Background: an optimization exercise with open tools, aiming at small area and a short achievable clock period. Do not read the settings as production practice.
Function was checked by simulation only, so behaviour that the tests miss may differ from the original.

==> flow/design.v, too long to show whole: its modules and the start of the top module <==
// module mul_pipe: 2207 lines
// module mul_pipe_fa: 10 lines
// module mul_pipe_ha: 9 lines
module mul_pipe #(
    parameter int unsigned XLEN    = 32,
    parameter int unsigned LATENCY = 3,
    parameter int unsigned TAG_W   = 5
) (
    input  logic             clk,
    input  logic             rst_n,
    input  logic             in_valid,
    output logic             in_ready,
    input  logic [XLEN-1:0]  a,
    input  logic [XLEN-1:0]  b,
    input  logic [2:0]       mulop,
    input  logic [TAG_W-1:0] in_tag,
    input  logic             flush,
    output logic             out_valid,
    input  logic             out_ready,
    output logic [XLEN-1:0]  f,
    output logic [TAG_W-1:0] out_tag
);
  // ...
==> flow/flow/run.sh <==
#!/bin/bash
# The standard layout, with timing repair aimed further below the clock period and
# the smallest port buffers (repair sizes up the ones on critical paths).
set -euo pipefail
bash standard.sh SETUP_SLACK_MARGIN=6.3 "BUFFER_PORTS_ARGS=-buffer_cell sky130_fd_sc_hd__buf_1" finish > standard.log 2>&1
==> flow/standard.sh <==
#!/bin/bash
# synth_recipe.tcl (not shown) runs the flow's synth.tcl, then flattens the netlist and writes it again
# the make line also repeats each setting of config.mk as NAME=value (left out here)
make -C /OpenROAD-flow-scripts/flow DESIGN_CONFIG=/design/flow/config.mk WORK_HOME=/design/flow/orfs CLKGATE_MAP_FILE= SYNTH_SCRIPT=/design/flow/synth_recipe.tcl "${@:-finish}"
==> flow/config.mk <==
export PLATFORM = sky130hd
export DESIGN_NAME = mul_pipe
export DESIGN_NICKNAME = mul_pipe
export VERILOG_FILES = /design/flow/design.v
export SDC_FILE = /design/flow/constraint.sdc
export NUM_CORES = 4
export LEC_CHECK = 0
export ABC_AREA = 1
export CAP_MARGIN = 20
export CORE_MARGIN = 2
export CORE_UTILIZATION = 40
export SETUP_SLACK_MARGIN = 5
export SLEW_MARGIN = 20
export SYNTH_HIERARCHICAL = 1
==> flow/constraint.sdc <==
create_clock -name core_clock -period 11.0 [get_ports {clk}]
set_input_delay 2.2000 -clock core_clock [delete_from_list [all_inputs] [get_ports {clk}]]
set_output_delay 2.2000 -clock core_clock [all_outputs]
set_load 0.01 [all_outputs]
==> results.ini, run 1 <==
[critical_path]
crit_start = out_ready
worstPathRequired_ns = 8.80
crit_slowest_cell = buf_6
r2r-start = r1_a_n[22]$_DFFE_PN_
cp_num_cells = 4

[logic_synthesis]
synthDominantCellAreaShare_pct = 33.75
synth_edf_count = 167
synth-compound-area-share_pct = 14.07
synth_simple_gate_area_share_pct = 4.443
synth_area_leaders = fa_1 34%, edfxtp_1 17%, xor2_1 17%
synthCells = 2848
synth_fp_nets = 3490

[global_route]
grt_usage_pct = 28.77
grt_pass1_vias = 24980

[finish]
multi_input_area_mm2 = 0.02130
final_cells = 3715
final_util_pct = 43.83
fin_nets = 3384

[placement]
place_hpwl_um = 67410
port_buffers = 115

[detailed_routing]
routed.top_layer = met5
viasPerCell = 6.255
via_count = 23240

[sta]
fin_crit_sh_pct = 43.43
finalHoldWorstSlack_ns = 0.4176
rsz0062_at_grt = true

[min_path]
min_from = r1_tag[3]$_DFFE_PN_

[die]
design.portCount = 116

[status]
outcome = no timing/DRC/antenna violations

[clock_tree]
clock_latency_ns = 0.61

==> run 2: changes to the inputs <==
==> flow/flow/run.sh (replaced) <==
#!/bin/bash
# The standard layout, with timing repair aimed further below the clock period and
# the smallest port buffers (repair sizes up the ones on critical paths).
set -euo pipefail
bash standard.sh SETUP_SLACK_MARGIN=6.22 "BUFFER_PORTS_ARGS=-buffer_cell sky130_fd_sc_hd__buf_1" "CTS_ARGS=-sink_clustering_enable -repair_clock_nets -sink_clustering_size 33 -sink_clustering_max_diameter 120 -dont_use_dummy_load" finish > standard.log 2>&1
==> results.ini, run 2 <==
[status]
outcome = no timing/DRC/antenna violations  ; unchanged

[critical_path]
crit_family = buffers and inverters  ; unchanged
startpoint_type = input port  ; unchanged
slowest_delay_ns = 0.12  ; about the same
crit_slowest_cell = buf_6  ; unchanged
path_class = in2out  ; unchanged
end_kind = output pin  ; unchanged
path_cells = buf_6 -> nor2_4 -> nor2_4 -> buf_6  ; unchanged
worstPathRequired_ns = 8.80  ; about the same
critPathMaxFanout = 3  ; was 2
cp.arrival_ns = 2.59  ; was 2.58 ns
path_buf_inv = 2  ; unchanged

[clock_tree]
cts_made_buffers = 15  ; was 28
cts_root_buf = clkbuf_16  ; unchanged
clkTransAtPathRegs_ns = 0.09  ; was 0.06 ns
cts_tree = done  ; unchanged
cts_sinks = 207  ; unchanged
hold_buffers = 0  ; unchanged
h-tree-depth = 1  ; unchanged
clock_latency_ns = 0.58  ; was 0.61 ns
clockBufferDepth = 3  ; unchanged

[sta]
clock_skew_ns = 0.1078  ; was 0.02585 ns
max_freq_ghz = 0.2087  ; was 0.2093 GHz
worst_slew_pin_slew_ns = 0.9300  ; was 0.9558 ns
slew_headroom_pct = 38.00  ; was 36.28%
slew_viol_final = 0  ; unchanged
fin_crit_sh_pct = 43.55  ; was 43.43%
setup_viol = 0  ; unchanged
fin_tns_setup_ns = 0  ; unchanged
min_period_ns = 4.791  ; was 4.777 ns
hold_viol = 0  ; unchanged
rsz0062_at_grt = true  ; unchanged

[detailed_routing]
via_count = 23150  ; was 23240
avgRoutedWirePerCell_um = 29.14  ; was 28.96 um
dr.first_iter.drc_count = 2753  ; was 3014
firstDrtPassIters = 5  ; was 6
viasPerCell = 6.304  ; was 6.255
post-route-drc-count = 0  ; unchanged
finalWirelength_um = 107000  ; was 107600 um
drtAntennaViolNets = 0  ; unchanged

[finish]
diodes = 0  ; was 1
drive_above_1_share_pct = 5.545  ; was 6.802%
fillerInstances = 6853  ; was 6804
final_cells = 3673  ; was 3715
syn2layout_area_growth_pct = 5.982  ; was 8.420%
fin_nets = 3367  ; was 3384
most-common-layout-cells = 559 x xor2_1, 509 x o22ai_1, 485 x fa_1, 231 x nand2_1, 167 x edfxtp_1  ; was 559 x xor2_1, 511 x o22ai_1, 482 x fa_1, 231 x nand2_1, 167 x edfxtp_1
final_common_cell = xor2_1  ; unchanged

[logic_synthesis]
synth_top_family_by_area = adder cells  ; unchanged
synth-compound-area-share_pct = 14.07  ; unchanged
synth_area_leaders = fa_1 34%, edfxtp_1 17%, xor2_1 17%  ; unchanged
synth_edf_count = 167  ; unchanged
async_reset_ff_share_pct = 0  ; unchanged
synthXorXnorAreaFrac_pct = 17.76  ; unchanged
syn_area_mm2 = 0.02895  ; unchanged
ys_seq_area_share_pct = 20.09  ; unchanged
syn_area_per_cell_um2 = 10.16  ; unchanged
ys.flop_type = edfxtp_1  ; unchanged
synth_adder_area_share_pct = 37.08  ; unchanged
synthCells = 2848  ; unchanged
synth_common_cells = 559 x xor2_1, 515 x o22ai_1, 488 x fa_1  ; unchanged
synth_simple_gate_area_share_pct = 4.443  ; unchanged
synth.most_common_cell = xor2_1  ; unchanged
yosysTopAreaCell = fa_1  ; unchanged
synth_fp_nets = 3490  ; unchanged
synthDominantCellAreaShare_pct = 33.75  ; unchanged
yosysWarnings = 7  ; unchanged
ys_ff_latch = 207  ; unchanged
synth_cell_type_count = 36  ; unchanged
muxShareOfSynthArea_pct = 0  ; unchanged

[global_route]
antenna_found_initial = 1  ; unchanged
grt_max_degree = 156  ; unchanged
grt_pass1_vias = 24800  ; was 24980
grt_usage_pct = 28.64  ; was 28.77%
grt.overflow.total = 0  ; unchanged
grt_pass1_wl_um = 159100  ; was 159800 um

[die]
design.portCount = 116  ; unchanged
initial_core_util_pct = 40.42  ; unchanged
core_area_mm2 = 0.07161  ; unchanged
die_w_um = 273.0  ; unchanged
rows = 98  ; unchanged
dieHeight_um = 273.0  ; unchanged
dieArea_mm2 = 0.07453  ; unchanged

[placement]
dpl.cell_count = 3655  ; unchanged
port_buffers = 115  ; unchanged
place_congestion = 0.9642  ; unchanged
place_hpwl_um = 67410  ; unchanged

[min_path]
hold_path_class = reg2reg  ; unchanged

[flow_run]
drv_cap = 0  ; unchanged

==> run 2: cell count changes in the layout (fill, tap and decap cells not counted), moves of 4 or more <==
cell and change:
clkbuf_16 -16, buf_4 +10, buf_8 -7, clkinv_2 -6, clkbuf_1 -5, buf_6 -4
==> run 2: per-layer routing <==
metal / vias up / wire (um) / GRT usage, %
met2: 1772 / 47100 / 43.55
met1: 11620 / 39870 / 36.44
met5: - / 14 / 0
li1: 9338 / - / -
met4: 2 / 7087 / 17.39
met3: 420 / 12930 / 7.802
==> run 2: kinds of logic (layout without fill, tap and decap cells) <==
group	after synthesis	in the layout
compound gates	673	673
xor+xnor	587	587
fa+ha+maj	565	565
buf+inv	490	365
flops	207	207
simple gates	326	326
==> run 2: area by class of cell <==
type | count | area (um2) | share of cell area, %
clock buffers | 15 | 375.4 | 1.224
multi-input cells | 2151 | 21300 | 69.42
flip-flops and latches | 207 | 5816 | 18.96
inverters | 143 | 543.0 | 1.770
repair buffers | 207 | 1460 | 4.760
well taps | 950 | 1189 | 3.875
==> run 2: worst reg2reg max path, cell delays in order (launching register included) <==
cell,delay (ns)
edfxtp_1,0.43
buf_12,0.21
o22ai_2,0.24
xor2_1,0.24
fa_1,0.52
fa_1,0.56
fa_1,0.47
fa_1,0.44
fa_1,0.54
fa_1,0.45
nand2_1,0.13
o21ai_0,0.12
==> run 2: repair_timing <==
action | in CTS | in global routing
buffers inserted | 1 | 1
cloned | 0 | 1
setup endpoints to repair | 4 | 22
gates resized for setup | 13 | 88
pin swaps | 1 | 5
==> run 2: per-module statistics from Yosys, one instance, submodules excluded <==
module | copies in the design | cells inside
mul_pipe_ha | 39 | 1
mul_pipe_fa | 471 | 1
mul_pipe | 1 | 2338
==> run 2: through the flow <==
step / util, % / area, um2 / hold slack [ns] / setup WS [ns]
after floorplan: - / 28960 / 0.4003 / 5.778
after global placement: 41.74 / 29890 / 0.4028 / 6.056
after detailed placement: 41.78 / 29920 / 0.4052 / 6.061
after CTS: 42.38 / 30350 / 0.4227 / 6.183
after global routing: 42.84 / 30680 / 0.4293 / 6.177
final: 42.84 / 30680 / 0.4088 / 6.209
==> run 2: worst paths after layout <==
kind / depth (start not counted) / startpoint / slack (ns) / endpoint
hold reg to reg: 0 / r1_tag[4]$_DFFE_PN_ / 0.41 / r2_tag[4]$_DFFE_PN_
hold / removal: 0 / r1_tag[4]$_DFFE_PN_ / 0.41 / r2_tag[4]$_DFFE_PN_
setup reg to reg: 11 / r1_a_n[22]$_DFFE_PN_ / 6.27 / r2_y[6]$_DFFE_PN_
setup / recovery: 4 / out_ready / 6.21 / in_ready
==> run 3: changes to the inputs <==
==> flow/flow/run.sh (replaced) <==
#!/bin/bash
# The standard layout, with timing repair aimed further below the clock period and
# the smallest port buffers (repair sizes up the ones on critical paths).
set -euo pipefail
bash standard.sh SETUP_SLACK_MARGIN=6.3 "BUFFER_PORTS_ARGS=-buffer_cell sky130_fd_sc_hd__buf_1" "CTS_ARGS=-sink_clustering_enable -repair_clock_nets -sink_clustering_size 30 -sink_clustering_max_diameter 100 -dont_use_dummy_load" finish > standard.log 2>&1
==> results.ini, run 3 <==
[finish]
most-common-layout-cells = 555 x xor2_1, 506 x o22ai_1, 483 x fa_1, 231 x nand2_1, 167 x edfxtp_1  ; was 559 x xor2_1, 509 x o22ai_1, 485 x fa_1, 231 x nand2_1, 167 x edfxtp_1
final_common_cell = xor2_1  ; unchanged
syn2layout_area_growth_pct = 7.128  ; was 5.982%
drive_above_1_share_pct = 6.257  ; was 5.545%
fin_nets = 3377  ; was 3367

[sta]
fin_crit_sh_pct = 43.44  ; was 43.55%
slew_viol_final = 0  ; unchanged
worst_slew_pin_slew_ns = 0.9431  ; was 0.9300 ns
hold_viol = 0  ; unchanged
slew_headroom_pct = 37.13  ; was 38.00%
min_period_ns = 4.778  ; was 4.791 ns
clock_skew_ns = 0.1298  ; was 0.1078 ns
finalHoldWorstSlack_ns = 0.4283  ; was 0.4088 ns
max_freq_ghz = 0.2093  ; was 0.2087 GHz
rsz0062_at_grt = true  ; unchanged
setup_viol = 0  ; unchanged
fin_tns_setup_ns = 0  ; unchanged

[placement]
port_buffers = 115  ; unchanged
place_congestion = 0.9642  ; unchanged
place_hpwl_um = 67410  ; unchanged

[critical_path]
worstPathRequired_ns = 8.80  ; about the same
startpoint_type = input port  ; unchanged
cp.arrival_ns = 2.58  ; was 2.59 ns
critPathMaxFanout = 2  ; was 3
path_class = in2out  ; unchanged
end_kind = output pin  ; unchanged

[detailed_routing]
dr.first_iter.drc_count = 3090  ; was 2753
post-route-drc-count = 0  ; unchanged
avgRoutedWirePerCell_um = 29.24  ; was 29.14 um
firstDrtPassIters = 6  ; was 5
via_count = 23170  ; was 23150
finalWirelength_um = 107700  ; was 107000 um
drtAntennaViolNets = 0  ; unchanged
viasPerCell = 6.290  ; was 6.304

[logic_synthesis]
yosysWarnings = 7  ; unchanged
synth_edf_count = 167  ; unchanged
syn_area_mm2 = 0.02895  ; unchanged
synth_adder_area_share_pct = 37.08  ; unchanged
ys_ff_latch = 207  ; unchanged
yosysTopAreaCell = fa_1  ; unchanged
synth_common_cells = 559 x xor2_1, 515 x o22ai_1, 488 x fa_1  ; unchanged
synth_cell_type_count = 36  ; unchanged
synthDominantCellAreaShare_pct = 33.75  ; unchanged
synth_top_family_by_area = adder cells  ; unchanged
async_reset_ff_share_pct = 0  ; unchanged
ys.flop_type = edfxtp_1  ; unchanged
muxShareOfSynthArea_pct = 0  ; unchanged
synthCells = 2848  ; unchanged
synth_area_leaders = fa_1 34%, edfxtp_1 17%, xor2_1 17%  ; unchanged
synth.most_common_cell = xor2_1  ; unchanged
syn_area_per_cell_um2 = 10.16  ; unchanged
ys_seq_area_share_pct = 20.09  ; unchanged
synth_fp_nets = 3490  ; unchanged
synth-compound-area-share_pct = 14.07  ; unchanged
synth_simple_gate_area_share_pct = 4.443  ; unchanged
synthXorXnorAreaFrac_pct = 17.76  ; unchanged

[die]
design.portCount = 116  ; unchanged
rows = 98  ; unchanged
dieHeight_um = 273.0  ; unchanged
die_w_um = 273.0  ; unchanged
initial_core_util_pct = 40.42  ; unchanged
core_area_mm2 = 0.07161  ; unchanged
dieArea_mm2 = 0.07453  ; unchanged

[global_route]
antenna_found_initial = 1  ; unchanged
grt_pass1_wl_um = 159100  ; about the same
grt_usage_pct = 28.65  ; was 28.64%
grt_pass1_vias = 24860  ; was 24800
grt.overflow.total = 0  ; unchanged
grt_max_degree = 156  ; unchanged

[min_path]
hold_path_class = reg2reg  ; unchanged

[clock_tree]
cts_sinks = 207  ; unchanged
clkTransAtPathRegs_ns = 0.09  ; about the same
clock_latency_ns = 0.60  ; was 0.58 ns
h-tree-depth = 1  ; unchanged
cts_root_buf = clkbuf_16  ; unchanged
cts_made_buffers = 18  ; was 15
cts_tree = done  ; unchanged
clockBufferDepth = 3  ; unchanged

[flow_run]
drv_cap = 0  ; unchanged

[status]
outcome = no timing/DRC/antenna violations  ; unchanged

[run 3: cell types whose count changed in the layout (fill, tap and decap cells not counted), sizes merged]
| cell | before | now |
|---|---|---|
| diode | 0 | 1 |
| buf | 203 | 210 |
| clkbuf | 19 | 22 |
[run 3: worst max-delay path: stages]
cell and delay, ns:
buf_6 0.10, nor2_4 0.11, nor2_4 0.05, buf_6 0.12
[run 3: final timing paths]
check                        from                   to  slack (ns)  depth (start not counted)
max                     out_ready             in_ready        6.22                          4
min           r1_tag[2]$_DFFE_PN_  r2_tag[2]$_DFFE_PN_        0.43                          0
max reg2reg  r1_a_n[18]$_DFFE_PN_    r2_y[7]$_DFFE_PN_        6.25                         11
min reg2reg   r1_tag[2]$_DFFE_PN_  r2_tag[2]$_DFFE_PN_        0.43                          0
[run 3: area by class of cell]
cell class | instances | area [um2]
antenna | 1 | 2.502
clock buffer | 18 | 450.4
fill | 6825 | 40600
inverter | 143 | 540.5
multi-input combinational | 2151 | 21370
sequential | 207 | 5816
tap | 950 | 1189
timing repair buffer | 214 | 1645
[run 3: cell families (layout without fill, tap and decap cells)]
group | after synthesis | after routing
flip-flops | 207 | 207
buffers and inverters | 490 | 375
adder cells (fa/ha/maj) | 565 | 565
XOR/XNOR | 587 | 587
AND/OR/NAND/NOR | 326 | 326
AO/OA/AOI/OAI | 673 | 673
other | 0 | 1
[run 3: Yosys stat by module, one instance, submodules excluded]
| module | cells | flops+latches | cell area (um2) | times used |
|---|---|---|---|---|
| mul_pipe | 2338 | 207 | 19030 | 1 |
| mul_pipe_ha | 1 | 0 | 12.51 | 39 |
| mul_pipe_fa | 1 | 0 | 20.02 | 471 |
[run 3: through the flow]
stage	setup slack (ns)	std cells	util [%]	area [um2]
finish	6.222	3684	43.30	31010
global route	6.201	3683	43.30	31010
global placement	6.056	3654	41.74	29890
detailed placement	6.061	3655	41.78	29920
floorplan	5.778	2848	-	28960
CTS	6.215	3675	42.63	30530
[run 3: timing repair]
| action | 4_1_cts | 5_1_grt |
|---|---|---|
| setup endpoints to repair | 15 | 25 |
| hold buffers | 0 | 0 |
| buffers inserted | 2 | 4 |
| gates resized for setup | 40 | 97 |
| pin swaps | 3 | 14 |
| gates cloned | 0 | 4 |
[run 3: layer usage]
metal  track usage (%)  vias up  part of all wire, %
li1                  -     9367                    -
met1             36.61    11710                   37
met2             43.59     1725                   44
met3             7.390      372                   12
met4             17.57        2                  6.3
met5                 0        -                0.013
==> run 4: changes to the inputs <==
==> flow/flow/run.sh (replaced) <==
#!/bin/bash
# The standard layout, with timing repair aimed further below the clock period and
# the smallest port buffers (repair sizes up the ones on critical paths).
set -euo pipefail
bash standard.sh SETUP_SLACK_MARGIN=6.22 "BUFFER_PORTS_ARGS=-buffer_cell sky130_fd_sc_hd__buf_1" "CTS_ARGS=-sink_clustering_enable -repair_clock_nets -sink_clustering_size 30 -sink_clustering_max_diameter 100 -dont_use_dummy_load" finish > standard.log 2>&1
--- a/flow/config.mk
+++ b/flow/config.mk
@@ -7,8 +7,8 @@
 export LEC_CHECK = 0
 export ABC_AREA = 1
-export CAP_MARGIN = 20
+export CAP_MARGIN = 5
 export CORE_MARGIN = 2
 export CORE_UTILIZATION = 40
 export SETUP_SLACK_MARGIN = 5
-export SLEW_MARGIN = 20
+export SLEW_MARGIN = 5
 export SYNTH_HIERARCHICAL = 1
==> results.ini, run 4 <==
[logic_synthesis]
syn_area_mm2 = 0.02895  ; unchanged
ys.flop_type = edfxtp_1  ; unchanged
synth_area_leaders = fa_1 34%, edfxtp_1 17%, xor2_1 17%  ; unchanged
yosysWarnings = 7  ; unchanged
ys_ff_latch = 207  ; unchanged
synth.most_common_cell = xor2_1  ; unchanged
yosysTopAreaCell = fa_1  ; unchanged
synth_common_cells = 559 x xor2_1, 515 x o22ai_1, 488 x fa_1  ; unchanged
synth_edf_count = 167  ; unchanged
syn_area_per_cell_um2 = 10.16  ; unchanged
synth_fp_nets = 3490  ; unchanged
synthDominantCellAreaShare_pct = 33.75  ; unchanged
async_reset_ff_share_pct = 0  ; unchanged
synthCells = 2848  ; unchanged
synth_cell_type_count = 36  ; unchanged
ys_seq_area_share_pct = 20.09  ; unchanged

[detailed_routing]
viasPerCell = 6.298  ; was 6.290
drtAntennaViolNets = 0  ; unchanged
dr.first_iter.drc_count = 2881  ; was 3090
avgRoutedWirePerCell_um = 29.27  ; was 29.24 um
firstDrtPassIters = 8  ; was 6
via_count = 23170  ; unchanged
finalWirelength_um = 107700  ; about the same
post-route-drc-count = 0  ; unchanged

[global_route]
grt.overflow.total = 0  ; unchanged
grt_pass1_vias = 25110  ; was 24860
antenna_found_initial = 1  ; unchanged
grt_max_degree = 156  ; unchanged
grt_usage_pct = 28.82  ; was 28.65%
grt_pass1_wl_um = 160100  ; was 159100 um

[clock_tree]
h-tree-depth = 1  ; unchanged
cts_made_buffers = 19  ; was 18
cts_root_buf = clkbuf_16  ; unchanged
cts_tree = done  ; unchanged
clock_latency_ns = 0.60  ; about the same
clkTransAtPathRegs_ns = 0.09  ; about the same
clockBufferDepth = 3  ; unchanged
hold_buffers = 0  ; unchanged
cts_sinks = 207  ; unchanged

[critical_path]
critPathMaxFanout = 2  ; unchanged
path_class = in2out  ; unchanged
worstPathRequired_ns = 8.80  ; about the same
reg2reg_depth = 10  ; was 11
regToRegSetupSlack_ns = 6.24  ; was 6.25 ns
path_cells = buf_6 -> nor2_4 -> nor2_4 -> buf_6  ; unchanged
startpoint_type = input port  ; unchanged
end_kind = output pin  ; unchanged
cp-endpoint = in_ready  ; unchanged
r2r-end = r2_y[6]$_DFFE_PN_  ; was r2_y[7]$_DFFE_PN_
crit_slowest_cell = buf_6  ; unchanged
r2r-start = r1_neg[7]$_DFFE_PN_  ; was r1_a_n[18]$_DFFE_PN_
crit_start = out_ready  ; unchanged
cp.arrival_ns = 2.56  ; was 2.58 ns
cp_num_cells = 4  ; unchanged
crit_family = buffers and inverters  ; unchanged
slowest_delay_ns = 0.12  ; about the same
path_buf_inv = 2  ; unchanged

[die]
design.portCount = 116  ; unchanged
dieArea_mm2 = 0.07453  ; unchanged
rows = 98  ; unchanged
dieHeight_um = 273.0  ; unchanged
core_area_mm2 = 0.07161  ; unchanged
initial_core_util_pct = 40.42  ; unchanged
die_w_um = 273.0  ; unchanged

[placement]
place_congestion = 0.9642  ; unchanged
place_hpwl_um = 67300  ; was 67410 um
port_buffers = 115  ; unchanged
dpl.cell_count = 3654  ; was 3655

[sta]
clock_skew_ns = 0.1197  ; was 0.1298 ns
rsz0062_at_grt = true  ; unchanged
min_period_ns = 4.762  ; was 4.778 ns
setup_viol = 0  ; unchanged
slew_viol_final = 0  ; unchanged
fin_tns_setup_ns = 0  ; unchanged
fin_crit_sh_pct = 43.29  ; was 43.44%
slew_headroom_pct = 15.99  ; was 37.13%
worst_slew_pin_slew_ns = 1.252  ; was 0.9431 ns
hold_viol = 0  ; unchanged
max_freq_ghz = 0.2100  ; was 0.2093 GHz

[finish]
syn2layout_area_growth_pct = 6.155  ; was 7.128%
final_cells = 3679  ; was 3684
most-common-layout-cells = 559 x xor2_1, 513 x o22ai_1, 486 x fa_1, 231 x nand2_1, 167 x edfxtp_1  ; was 555 x xor2_1, 506 x o22ai_1, 483 x fa_1, 231 x nand2_1, 167 x edfxtp_1
final_common_cell = xor2_1  ; unchanged
drive_above_1_share_pct = 5.643  ; was 6.257%
diodes = 0  ; was 1
fin_nets = 3373  ; was 3377

[min_path]
hold_path_class = reg2reg  ; unchanged

[status]
outcome = no timing/DRC/antenna violations  ; unchanged

[flow_run]
drv_cap = 0  ; unchanged

## run 4: cell count changes in the layout (fill, tap and decap cells not counted), moves of 4 or more
cell and delta:
buf_4 +13, buf_6 -11, buf_12 -9, o22ai_1 +7, buf_8 +5, o22ai_2 -5
xor2_1 +4, xor2_2 -4
## run 4: how the worst min path moves through the flow
stage               slack (ns)             endpoint  cells past startpoint                start
finish                    0.43  r2_tag[2]$_DFFE_PN_                      0  r1_tag[2]$_DFFE_PN_
global route              0.43  r2_tag[2]$_DFFE_PN_                      0  r1_tag[2]$_DFFE_PN_
CTS                       0.43  r2_tag[2]$_DFFE_PN_                      0  r1_tag[2]$_DFFE_PN_
detailed placement        0.41  r2_tag[3]$_DFFE_PN_                      0  r1_tag[3]$_DFFE_PN_
global placement          0.40  r2_tag[3]$_DFFE_PN_                      0  r1_tag[3]$_DFFE_PN_
floorplan                 0.40  r2_tag[0]$_DFFE_PN_                      0  r1_tag[0]$_DFFE_PN_
## run 4: worst register-to-register path, cell delays in order, from the launching register on
cell and delay, ns:
edfxtp_1 0.31, buf_4 0.61, xor2_1 0.33, fa_1 0.53, fa_1 0.51, fa_1 0.53, fa_1 0.44, fa_1 0.55
fa_1 0.45, nand2_1 0.13, o21ai_0 0.12
## run 4: logic make-up after synthesis
kind of cell / count (synthesis) / share of synthesized area (%)
AO/OA/AOI/OAI: 673 / 14.07
XOR/XNOR: 587 / 17.76
buffers and inverters: 490 / 6.557
flip-flops: 207 / 20.09
AND/OR/NAND/NOR: 326 / 4.444
adder cells (fa/ha/maj): 565 / 37.08
## run 4: layout make-up
type                            count  area [um2]
Fill cell                        6878       40880
Tap cell                          950        1189
Timing Repair Buffer              209        1425
Multi-Input combinational cell   2151       21280
Sequential cell                   207        5816
Inverter                          143       544.3
Clock buffer                       19       475.5
## run 4: timing repair
item | CTS | global route
pin swaps | 2 | 5
setup buffers | 2 | 3
setup endpoints to repair | 4 | 31
resized for setup | 17 | 76
cloned | 0 | 1
## run 4: modules after synthesis (local to each module, per instance)
module | flops+latches | area [um2]
mul_pipe_fa | 0 | 20.02
mul_pipe_ha | 0 | 12.51
mul_pipe | 207 | 19030
## run 4: stage by stage
step | util, % | setup slack, ns | hold slack [ns] | area, um2
after floorplan | - | 5.778 | 0.4003 | 28960
after global placement | 41.74 | 6.056 | 0.4028 | 29890
after detailed placement | 41.74 | 6.062 | 0.4052 | 29890
after CTS | 42.51 | 6.217 | 0.4302 | 30440
after global routing | 42.91 | 6.174 | 0.4348 | 30730
final | 42.91 | 6.238 | 0.4283 | 30730
## run 4: layer usage
metal / part of all wire [%] / global-route usage, % / wire length [um]
met5: 0.013 / 0 / 14
met3: 12 / 8.180 / 13280
met1: 37 / 36.21 / 39370
met4: 6.9 / 17.23 / 7392
met2: 44 / 44.22 / 47620
==> run 5: changes to the inputs <==
--- a/flow/config.mk
+++ b/flow/config.mk
@@ -7,8 +7,9 @@
 export LEC_CHECK = 0
 export ABC_AREA = 1
-export CAP_MARGIN = 5
+export CAP_MARGIN = 20
 export CORE_MARGIN = 2
 export CORE_UTILIZATION = 40
+export PLACE_DENSITY = 0.75
 export SETUP_SLACK_MARGIN = 5
-export SLEW_MARGIN = 5
+export SLEW_MARGIN = 20
 export SYNTH_HIERARCHICAL = 1
==> results.ini, run 5 <==
[logic_synthesis]
ys_ff_latch = 207  ; unchanged
synth_area_leaders = fa_1 34%, edfxtp_1 17%, xor2_1 17%  ; unchanged
synth_common_cells = 559 x xor2_1, 515 x o22ai_1, 488 x fa_1  ; unchanged
synth_adder_area_share_pct = 37.08  ; unchanged
yosysWarnings = 7  ; unchanged
syn_area_mm2 = 0.02895  ; unchanged
synthCells = 2848  ; unchanged
synth_cell_type_count = 36  ; unchanged
yosysTopAreaCell = fa_1  ; unchanged
synth_edf_count = 167  ; unchanged
synth-compound-area-share_pct = 14.07  ; unchanged
ys_seq_area_share_pct = 20.09  ; unchanged
synth_simple_gate_area_share_pct = 4.443  ; unchanged
muxShareOfSynthArea_pct = 0  ; unchanged
syn_area_per_cell_um2 = 10.16  ; unchanged
synth_fp_nets = 3490  ; unchanged
synth_top_family_by_area = adder cells  ; unchanged
synthDominantCellAreaShare_pct = 33.75  ; unchanged
async_reset_ff_share_pct = 0  ; unchanged
synth.most_common_cell = xor2_1  ; unchanged
ys.flop_type = edfxtp_1  ; unchanged
synthXorXnorAreaFrac_pct = 17.76  ; unchanged

[finish]
most-common-layout-cells = 559 x xor2_1, 515 x o22ai_1, 486 x fa_1, 231 x nand2_1, 167 x edfxtp_1  ; was 559 x xor2_1, 513 x o22ai_1, 486 x fa_1, 231 x nand2_1, 167 x edfxtp_1
drive_above_1_share_pct = 5.284  ; was 5.643%
final_common_cell = xor2_1  ; unchanged
diodes = 0  ; unchanged
syn2layout_area_growth_pct = 5.455  ; was 6.155%
fin_nets = 3369  ; was 3373

[sta]
fin_crit_sh_pct = 43.27  ; was 43.29%
slew_headroom_pct = 33.18  ; was 15.99%
clock_skew_ns = 0.07874  ; was 0.1197 ns
max_freq_ghz = 0.2101  ; was 0.2100 GHz
setup_viol = 0  ; unchanged
fin_tns_setup_ns = 0  ; unchanged
worst_slew_pin_slew_ns = 1.002  ; was 1.252 ns
min_period_ns = 4.760  ; was 4.762 ns
slew_viol_final = 0  ; unchanged
finalHoldWorstSlack_ns = 0.3845  ; was 0.4283 ns
hold_viol = 0  ; unchanged
rsz0062_at_grt = true  ; unchanged

[placement]
place_congestion = 1.015  ; was 0.9642
place_hpwl_um = 62600  ; was 67300 um
port_buffers = 115  ; unchanged

[clock_tree]
cts_tree = done  ; unchanged
cts_root_buf = clkbuf_16  ; unchanged
cts_sinks = 207  ; unchanged
cts_made_buffers = 17  ; was 19
clkTransAtPathRegs_ns = 0.11  ; was 0.09 ns
clockBufferDepth = 3  ; unchanged
h-tree-depth = 1  ; unchanged
hold_buffers = 0  ; unchanged
clock_latency_ns = 0.57  ; was 0.60 ns

[die]
rows = 98  ; unchanged
initial_core_util_pct = 40.42  ; unchanged
dieHeight_um = 273.0  ; unchanged
die_w_um = 273.0  ; unchanged
dieArea_mm2 = 0.07453  ; unchanged
design.portCount = 116  ; unchanged
core_area_mm2 = 0.07161  ; unchanged

[detailed_routing]
dr.first_iter.drc_count = 3020  ; was 2881
drtAntennaViolNets = 0  ; unchanged
finalWirelength_um = 100900  ; was 107700 um
avgRoutedWirePerCell_um = 27.45  ; was 29.27 um
via_count = 23390  ; was 23170
viasPerCell = 6.365  ; was 6.298
post-route-drc-count = 0  ; unchanged
firstDrtPassIters = 6  ; was 8

[global_route]
grt_pass1_wl_um = 151200  ; was 160100 um
grt_usage_pct = 26.91  ; was 28.82%
grt.overflow.total = 0  ; unchanged
grt_max_degree = 157  ; was 156
antenna_found_initial = 1  ; unchanged
grt_pass1_vias = 24240  ; was 25110

[flow_run]
drv_cap = 0  ; unchanged

[critical_path]
crit_family = buffers and inverters  ; unchanged
cp.arrival_ns = 2.56  ; about the same
reg2reg_depth = 11  ; was 10
startpoint_type = input port  ; unchanged
path_class = in2out  ; unchanged
slowest_delay_ns = 0.13  ; was 0.12 ns
worstPathRequired_ns = 8.80  ; about the same
crit_slowest_cell = buf_2  ; was buf_6
path_buf_inv = 2  ; unchanged
end_kind = output pin  ; unchanged
cp_num_cells = 4  ; unchanged
critPathMaxFanout = 2  ; unchanged
path_cells = buf_6 -> nor2_4 -> nor2_2 -> buf_2  ; was buf_6 -> nor2_4 -> nor2_4 -> buf_6

[status]
outcome = no timing/DRC/antenna violations  ; unchanged

[min_path]
hold_path_depth = 0  ; unchanged
hold_path_class = reg2reg  ; unchanged

## run 5: changes by cell type in the layout (fill, tap and decap cells not counted), moves of 2 or more
cell       delta
buf_6        +10
buf_8         -9
buf_12        -4
clkbuf_16     -3
buf_4         +2
o22ai_1       +2
o22ai_2       -2
## run 5: metrics by stage
stage               area, um2  setup slack (ns)  util [%]  cells
CTS                     30340             6.221     42.37   3673
detailed placement      29880             5.901     41.73   3653
global route            30530             6.191     42.63   3675
finish                  30530             6.240     42.63   3675
floorplan               28960             5.778         -   2848
global placement        29880             6.024     41.73   3653
## run 5: cells by family (layout without fill, tap and decap cells)
family,count (synthesis),in the layout
buffers and inverters,490,367
flip-flops,207,207
AO/OA/AOI/OAI,673,673
AND/OR/NAND/NOR,326,326
adder cells (fa/ha/maj),565,565
XOR/XNOR,587,587
## run 5: final cells by class
type	instances	area, um2
multi-input combinational	2151	21250
clock buffer	17	425.4
inverter	143	544.3
fill	6699	41080
tap	950	1189
timing repair buffer	207	1304
sequential	207	5816
## run 5: worst paths after layout
kind                                      startpoint             endpoint  slack [ns]
worst max-delay path                       out_ready             in_ready        6.24
worst min-delay path             r1_tag[4]$_DFFE_PN_  r2_tag[4]$_DFFE_PN_        0.38
worst max register to register  r1_a_n[24]$_DFFE_PN_   r2_sg[2]$_DFFE_PN_        6.27
worst min register to register   r1_tag[4]$_DFFE_PN_  r2_tag[4]$_DFFE_PN_        0.38
## run 5: per-layer routing
layer	routed length, um	vias to the layer above	GRT usage [%]
li1	-	9341	-
met1	34820	11380	32.63
met2	42950	2161	39.72
met3	15970	510	11.68
met4	7084	4	15.69
met5	59	-	0.7060
## run 5: timing repair
action                     in CTS  in global routing
setup endpoints to repair      37                 22
pin swaps                       2                  2
buffers inserted                3                  2
resized for setup               4                 47
## run 5: modules after synthesis, one instance, submodules excluded
module | copies in the design | cells inside
mul_pipe | 1 | 2338
mul_pipe_fa | 471 | 1
mul_pipe_ha | 39 | 1
==> run 6: changes to the inputs <==
--- a/flow/config.mk
+++ b/flow/config.mk
@@ -6,9 +6,8 @@
 export NUM_CORES = 4
 export LEC_CHECK = 0
-export ABC_AREA = 1
+export ABC_AREA = 0
 export CAP_MARGIN = 20
 export CORE_MARGIN = 2
 export CORE_UTILIZATION = 40
-export PLACE_DENSITY = 0.75
 export SETUP_SLACK_MARGIN = 5
 export SLEW_MARGIN = 20
==> results.ini, run 6 <==
[critical_path]
path_class = in2out  ; unchanged
r2r-end = r2_sg[1]$_DFFE_PN_  ; was r2_sg[2]$_DFFE_PN_
crit_start = out_ready  ; unchanged
worstPathRequired_ns = 8.80  ; about the same
cp.arrival_ns = 2.57  ; was 2.56 ns
end_kind = output pin  ; unchanged
startpoint_type = input port  ; unchanged
critPathMaxFanout = 2  ; unchanged
cp-endpoint = in_ready  ; unchanged
reg2reg_depth = 12  ; was 11
regToRegSetupSlack_ns = 6.25  ; was 6.27 ns
r2r-start = r1_a_n[23]$_DFFE_PN_  ; was r1_a_n[24]$_DFFE_PN_

[status]
outcome = no timing/DRC/antenna violations  ; unchanged

[global_route]
grt_usage_pct = 25.06  ; was 26.91%
grt.overflow.total = 0  ; unchanged
grt_pass1_wl_um = 143100  ; was 151200 um
grt_max_degree = 74  ; was 157
grt_pass1_vias = 23510  ; was 24240
antenna_found_initial = 5  ; was 1

[clock_tree]
cts_sinks = 207  ; unchanged
clkTransAtPathRegs_ns = 0.10  ; was 0.11 ns
cts_tree = done  ; unchanged
h-tree-depth = 1  ; unchanged
cts_made_buffers = 15  ; was 17
clock_latency_ns = 0.54  ; was 0.57 ns
hold_buffers = 0  ; unchanged
cts_root_buf = clkbuf_16  ; unchanged
clockBufferDepth = 3  ; unchanged

[detailed_routing]
viasPerCell = 6.206  ; was 6.365
finalWirelength_um = 94940  ; was 100900 um
dr.first_iter.drc_count = 2435  ; was 3020
avgRoutedWirePerCell_um = 26.73  ; was 27.45 um
firstDrtPassIters = 6  ; unchanged
drtAntennaViolNets = 0  ; unchanged
post-route-drc-count = 0  ; unchanged
via_count = 22040  ; was 23390

[logic_synthesis]
ys_ff_latch = 207  ; unchanged
synth_fp_nets = 3366  ; was 3490
synth_simple_gate_area_share_pct = 3.249  ; was 4.443%
synth_top_family_by_area = adder cells  ; unchanged
syn_area_mm2 = 0.02911  ; was 0.02895 mm2
synth_area_leaders = fa_1 34%, edfxtp_1 17%, xor2_1 15%  ; was fa_1 34%, edfxtp_1 17%, xor2_1 17%
yosysWarnings = 7  ; unchanged
muxShareOfSynthArea_pct = 2.420  ; was 0%
ys_seq_area_share_pct = 19.98  ; was 20.09%
async_reset_ff_share_pct = 0  ; unchanged
synthDominantCellAreaShare_pct = 33.56  ; was 33.75%
synthCells = 2724  ; was 2848
synth_common_cells = 517 x o22ai_1, 509 x xor2_1, 488 x fa_1  ; was 559 x xor2_1, 515 x o22ai_1, 488 x fa_1
synthXorXnorAreaFrac_pct = 17.27  ; was 17.76%
ys.flop_type = edfxtp_1  ; unchanged
yosysTopAreaCell = fa_1  ; unchanged
synth_cell_type_count = 57  ; was 36
synth.most_common_cell = o22ai_1  ; was xor2_1
synth_adder_area_share_pct = 36.97  ; was 37.08%
synth_edf_count = 167  ; unchanged
syn_area_per_cell_um2 = 10.69  ; was 10.16 um2
synth-compound-area-share_pct = 14.71  ; was 14.07%

[finish]
final_common_cell = xor2_1  ; unchanged
drive_above_1_share_pct = 9.266  ; was 5.284%
final_area_mm2 = 0.03125  ; was 0.03053 mm2
most-common-layout-cells = 505 x xor2_1, 495 x o22ai_1, 466 x fa_1, 167 x edfxtp_1, 113 x buf_1  ; was 559 x xor2_1, 515 x o22ai_1, 486 x fa_1, 231 x nand2_1, 167 x edfxtp_1
syn2layout_area_growth_pct = 7.349  ; was 5.455%
fin_nets = 3245  ; was 3369

[sta]
min_period_ns = 4.774  ; was 4.760 ns
slew_viol_final = 0  ; unchanged
fin_crit_sh_pct = 43.40  ; was 43.27%
worst_slew_pin_slew_ns = 0.9660  ; was 1.002 ns
fin_tns_setup_ns = 0  ; unchanged
hold_viol = 0  ; unchanged
rsz0062_at_grt = true  ; unchanged
setup_viol = 0  ; unchanged
slew_headroom_pct = 35.60  ; was 33.18%
clock_skew_ns = 0.08877  ; was 0.07874 ns
max_freq_ghz = 0.2095  ; was 0.2101 GHz

[die]
dieArea_mm2 = 0.07495  ; was 0.07453 mm2
initial_core_util_pct = 40.58  ; was 40.42%
design.portCount = 116  ; unchanged
dieHeight_um = 273.8  ; was 273.0 um
core_area_mm2 = 0.07173  ; was 0.07161 mm2
die_w_um = 273.8  ; was 273.0 um
rows = 98  ; unchanged

[placement]
dpl_cell_area_mm2 = 0.03008  ; was 0.02988 mm2
port_buffers = 115  ; unchanged
place_hpwl_um = 61930  ; was 62600 um
place_congestion = 0.9020  ; was 1.015

[min_path]
hold_path_depth = 0  ; unchanged
hold_path_class = reg2reg  ; unchanged

[flow_run]
drv_cap = 0  ; unchanged

run 6: cell count changes after synthesis, moves of 23 or more:
cell,before,now
nand2_1,231,92
mux2_2,0,59
buf_2,44,4
buf_1,8,54
xnor2_1,28,65
nor2_1,65,100
o21ai_0,59,10
a21oi_1,75,52
xor2_1,559,509
a21boi_0,0,23
inv_1,124,71
run 6: final cells by class:
cell class                      instances  area [um2]
Multi-Input combinational cell       2101       22030
Timing Repair Buffer                  207        1573
Clock buffer                           15       375.4
Sequential cell                       207        5816
Fill cell                            6674       40480
Antenna cell                            1       2.502
Tap cell                              950        1189
Inverter                               71       270.3
run 6: critical path, cell delays in order:
cell	delay (ns)
buf_6	0.10
nor2b_4	0.11
nor2_2	0.04
buf_2	0.13
run 6: kinds of logic (layout without fill, tap and decap cells):
logic type,Yosys count,in the layout
AOI/OAI and AO/OA,667,667
xor gates and xnor gates,574,574
adders and majority gates,568,568
buffers and inverters,416,293
DFF,207,207
muxes,63,63
other,0,1
and+or+nand+nor,229,229
run 6: Yosys stat by module, one instance, submodules excluded:
module	cells inside	times used
mul_pipe	2214	1
mul_pipe_fa	1	471
mul_pipe_ha	1	39
run 6: repair_timing:
| item | 4_1_cts | 5_1_grt |
|---|---|---|
| setup buffers | 2 | 2 |
| gates cloned | 0 | 2 |
| resized for setup | 65 | 126 |
| setup endpoints to repair | 10 | 34 |
| pin swaps | 3 | 23 |
| endpoints found under the hold margin | 0 | 0 |
run 6: worst min path at each step:
stage	startpoint	end	slack [ns]
global route	r1_tag[1]$_DFFE_PN_	r2_tag[1]$_DFFE_PN_	0.40
floorplan	r1_tag[0]$_DFFE_PN_	r2_tag[0]$_DFFE_PN_	0.40
CTS	r1_tag[1]$_DFFE_PN_	r2_tag[1]$_DFFE_PN_	0.40
global placement	r1_tag[2]$_DFFE_PN_	r2_tag[2]$_DFFE_PN_	0.40
finish	r1_tag[1]$_DFFE_PN_	r2_tag[1]$_DFFE_PN_	0.40
detailed placement	r1_tag[1]$_DFFE_PN_	r2_tag[1]$_DFFE_PN_	0.41
run 6: metrics by stage:
step | cells | worst slack [ns] | util [%] | hold WS (ns)
after floorplan | 2724 | 5.735 | - | 0.4003
after global placement | 3530 | 6.046 | 41.94 | 0.4048
after detailed placement | 3530 | 5.996 | 41.94 | 0.4079
after CTS | 3547 | 6.205 | 42.82 | 0.3973
after global routing | 3551 | 6.149 | 43.56 | 0.3976
final | 3552 | 6.226 | 43.57 | 0.3974
run 6: metal layers:
metal  wire length, um  global-route usage [%]  share of wire [%]
met5                 0                       0                  0
met2             42180                   38.74                 44
met4              3299                   8.110                3.5
met3             11640                   7.491                 12
met1             37820                   33.66                 40
==> run 7: changes to the inputs <==
--- a/flow/config.mk
+++ b/flow/config.mk
@@ -6,5 +6,5 @@
 export NUM_CORES = 4
 export LEC_CHECK = 0
-export ABC_AREA = 0
+export ABC_AREA = 1
 export CAP_MARGIN = 20
 export CORE_MARGIN = 2
==> results.ini, run 7 <==
[status]
outcome = no timing/DRC/antenna violations  ; unchanged

[sta]
worst_slew_pin_slew_ns = 0.9533  ; was 0.9660 ns
fin_tns_setup_ns = 0  ; unchanged
slew_viol_final = 0  ; unchanged
setup_viol = 0  ; unchanged
setup_ws_ns = 6.222  ; was 6.226 ns
slew_headroom_pct = 36.45  ; was 35.60%
rsz0062_at_grt = true  ; unchanged
hold_viol = 0  ; unchanged
max_freq_ghz = 0.2093  ; was 0.2095 GHz
fin_crit_sh_pct = 43.44  ; was 43.40%
min_period_ns = 4.778  ; was 4.774 ns
clock_skew_ns = 0.1259  ; was 0.08877 ns

[finish]
final_common_cell = xor2_1  ; unchanged
syn2layout_area_growth_pct = 6.026  ; was 7.349%
fin_nets = 3370  ; was 3245
most-common-layout-cells = 558 x xor2_1, 510 x o22ai_1, 485 x fa_1, 231 x nand2_1, 167 x edfxtp_1  ; was 505 x xor2_1, 495 x o22ai_1, 466 x fa_1, 167 x edfxtp_1, 113 x buf_1
drive_above_1_share_pct = 5.649  ; was 9.266%
diodes = 0  ; was 1

[placement]
port_buffers = 115  ; unchanged
place_hpwl_um = 67410  ; was 61930 um
place_congestion = 0.9642  ; was 0.9020
pre_cts_ws_ns = 6.061  ; was 5.996 ns

[logic_synthesis]
syn_area_mm2 = 0.02895  ; was 0.02911 mm2
synth_fp_nets = 3490  ; was 3366
yosysWarnings = 7  ; unchanged
ys.flop_type = edfxtp_1  ; unchanged
async_reset_ff_share_pct = 0  ; unchanged
synth_common_cells = 559 x xor2_1, 515 x o22ai_1, 488 x fa_1  ; was 517 x o22ai_1, 509 x xor2_1, 488 x fa_1
yosysTopAreaCell = fa_1  ; unchanged
synth.most_common_cell = xor2_1  ; was o22ai_1
synth_cell_type_count = 36  ; was 57
synth_area_leaders = fa_1 34%, edfxtp_1 17%, xor2_1 17%  ; was fa_1 34%, edfxtp_1 17%, xor2_1 15%
synthDominantCellAreaShare_pct = 33.75  ; was 33.56%
ys_seq_area_share_pct = 20.09  ; was 19.98%
syn_area_per_cell_um2 = 10.16  ; was 10.69 um2
synth_edf_count = 167  ; unchanged
ys_ff_latch = 207  ; unchanged
synthCells = 2848  ; was 2724

[global_route]
grt_util_met2_pct = 43.69  ; was 38.74%
grt.overflow.total = 0  ; unchanged
grt_pass1_vias = 24790  ; was 23510
grt_pass1_wl_um = 159100  ; was 143100 um
grt-busiest-layer = met2  ; unchanged
gr-usage-met1_pct = 36.53  ; was 33.66%
grt_usage_pct = 28.64  ; was 25.06%
grt_use_met3_pct = 7.513  ; was 7.491%
grt_max_degree = 156  ; was 74
antenna_found_initial = 1  ; was 5

[detailed_routing]
via_count = 23000  ; was 22040
finalWirelength_um = 106800  ; was 94940 um
post-route-drc-count = 0  ; unchanged
firstDrtPassIters = 6  ; unchanged
dr.first_iter.drc_count = 2745  ; was 2435
drtAntennaViolNets = 0  ; unchanged
viasPerCell = 6.257  ; was 6.206
avgRoutedWirePerCell_um = 29.06  ; was 26.73 um

[die]
dieHeight_um = 273.0  ; was 273.8 um
dieArea_mm2 = 0.07453  ; was 0.07495 mm2
die_w_um = 273.0  ; was 273.8 um
rows = 98  ; unchanged
design.portCount = 116  ; unchanged
core_area_mm2 = 0.07161  ; was 0.07173 mm2
initial_core_util_pct = 40.42  ; was 40.58%

[min_path]
hold_path_class = reg2reg  ; unchanged

[critical_path]
startpoint_type = input port  ; unchanged
path_buf_inv = 2  ; unchanged
end_kind = output pin  ; unchanged
cp.arrival_ns = 2.58  ; was 2.57 ns
path_class = in2out  ; unchanged
path_cells = buf_6 -> nor2_4 -> nor2_4 -> buf_6  ; was buf_6 -> nor2b_4 -> nor2_2 -> buf_2
slowest_delay_ns = 0.12  ; was 0.13 ns
crit_family = buffers and inverters  ; unchanged
crit_slowest_cell = buf_6  ; was buf_2
critPathMaxFanout = 2  ; unchanged
worstPathRequired_ns = 8.80  ; about the same

[clock_tree]
cts_sinks = 207  ; unchanged
h-tree-depth = 1  ; unchanged
cts_root_buf = clkbuf_16  ; unchanged
cts_tree = done  ; unchanged
clock_latency_ns = 0.60  ; was 0.54 ns
clockBufferDepth = 3  ; unchanged
clkTransAtPathRegs_ns = 0.09  ; was 0.10 ns
cts_made_buffers = 18  ; was 15
hold_buffers = 0  ; unchanged

[flow_run]
drv_cap = 0  ; unchanged

-- run 7: area by class of cell --
type	instances	area, um2
clock buffers	18	450.4
multi-input cells	2151	21300
inverters	143	544.3
flip-flops and latches	207	5816
well taps	950	1189
repair buffers	207	1395
fillers	6868	40920
-- run 7: layer usage --
metal | vias to the layer above | share of wire (%)
met4 | 2 | 6.8
met5 | - | 0.013
met1 | 11450 | 37
met3 | 423 | 12
met2 | 1765 | 44
li1 | 9359 | -
-- run 7: per-stage QoR --
stage | hold WS, ns | std cells | util (%) | instance area [um2]
after CTS | 0.4305 | 3675 | 42.52 | 30450
after floorplan | 0.4003 | 2848 | - | 28960
after global placement | 0.4028 | 3654 | 41.74 | 29890
after global routing | 0.4349 | 3676 | 42.86 | 30690
after detailed placement | 0.4052 | 3655 | 41.78 | 29920
final | 0.4283 | 3676 | 42.86 | 30690
-- run 7: timing repair --
action,4_1_cts,5_1_grt
pin swaps,2,6
setup buffers,2,1
gates cloned,0,0
resized for setup,18,74
setup endpoints to repair,4,25
-- run 7: path summary, 6_finish.rpt --
path	from	to	slack, ns	depth (start not counted)
max reg2reg	r1_a_n[22]$_DFFE_PN_	r2_y[6]$_DFFE_PN_	6.27	11
min	r1_tag[2]$_DFFE_PN_	r2_tag[2]$_DFFE_PN_	0.43	0
min reg2reg	r1_tag[2]$_DFFE_PN_	r2_tag[2]$_DFFE_PN_	0.43	0
max	out_ready	in_ready	6.22	4
-- run 7: per-module statistics from Yosys, one instance, submodules excluded --
module       area, um2  cells inside  copies in the design
mul_pipe_ha      12.51             1                    39
mul_pipe_fa      20.02             1                   471
mul_pipe         19030          2338                     1
-- run 7: logic make-up (layout without fill, tap and decap cells) --
group / count (synthesis) / count (layout) / synth area share [%]
AOI/OAI and AO/OA: 673 / 673 / 14.07
xor gates and xnor gates: 587 / 587 / 17.76
adders and majority gates: 565 / 565 / 37.08
buffers and inverters: 490 / 368 / 6.557
and+or+nand+nor: 326 / 326 / 4.444
DFF: 207 / 207 / 20.09

what the ideal ports hide:
The results above use ideal ports. As a check the final layouts listed here were re-extracted and re-timed, cells and wires unchanged. Step 1 (the two cells are an assumption about what drives the block):
set clk [get_ports {clk}]
set_driving_cell -lib_cell sky130_fd_sc_hd__clkbuf_16 $clk
set_driving_cell -lib_cell sky130_fd_sc_hd__buf_2 [delete_from_list [all_inputs] $clk]
Step 2 moves the port delays by t, midway between the first and last clock arrival at a register: inputs arrive t later, outputs are due t later. That takes back most of the time a late clock gives input paths. Three values: ideal ports, drivers, drivers and shift; two values: the first two.
run | t, ns | setup WS [ns] | slew at the worst register clock pin (ns)
run 1 | 0.664 | 6.223 / 6.190 / 6.190 | 0.07 / 0.07
run 2 | 0.597 | 6.209 / 6.176 / 6.176 | 0.12 / 0.12
run 3 | 0.604 | 6.222 / 6.188 / 6.188 | 0.11 / 0.11
run 4 | 0.613 | 6.238 / 6.204 / 6.204 | 0.11 / 0.11
run 5 | 0.597 | 6.240 / 6.209 / 6.209 | 0.11 / 0.11
run 6 | 0.557 | 6.226 / 6.194 / 6.194 | 0.11 / 0.11
run 7 | 0.602 | 6.222 / 6.188 / 6.188 | 0.11 / 0.11
After both steps setup and hold are still met in every run listed.
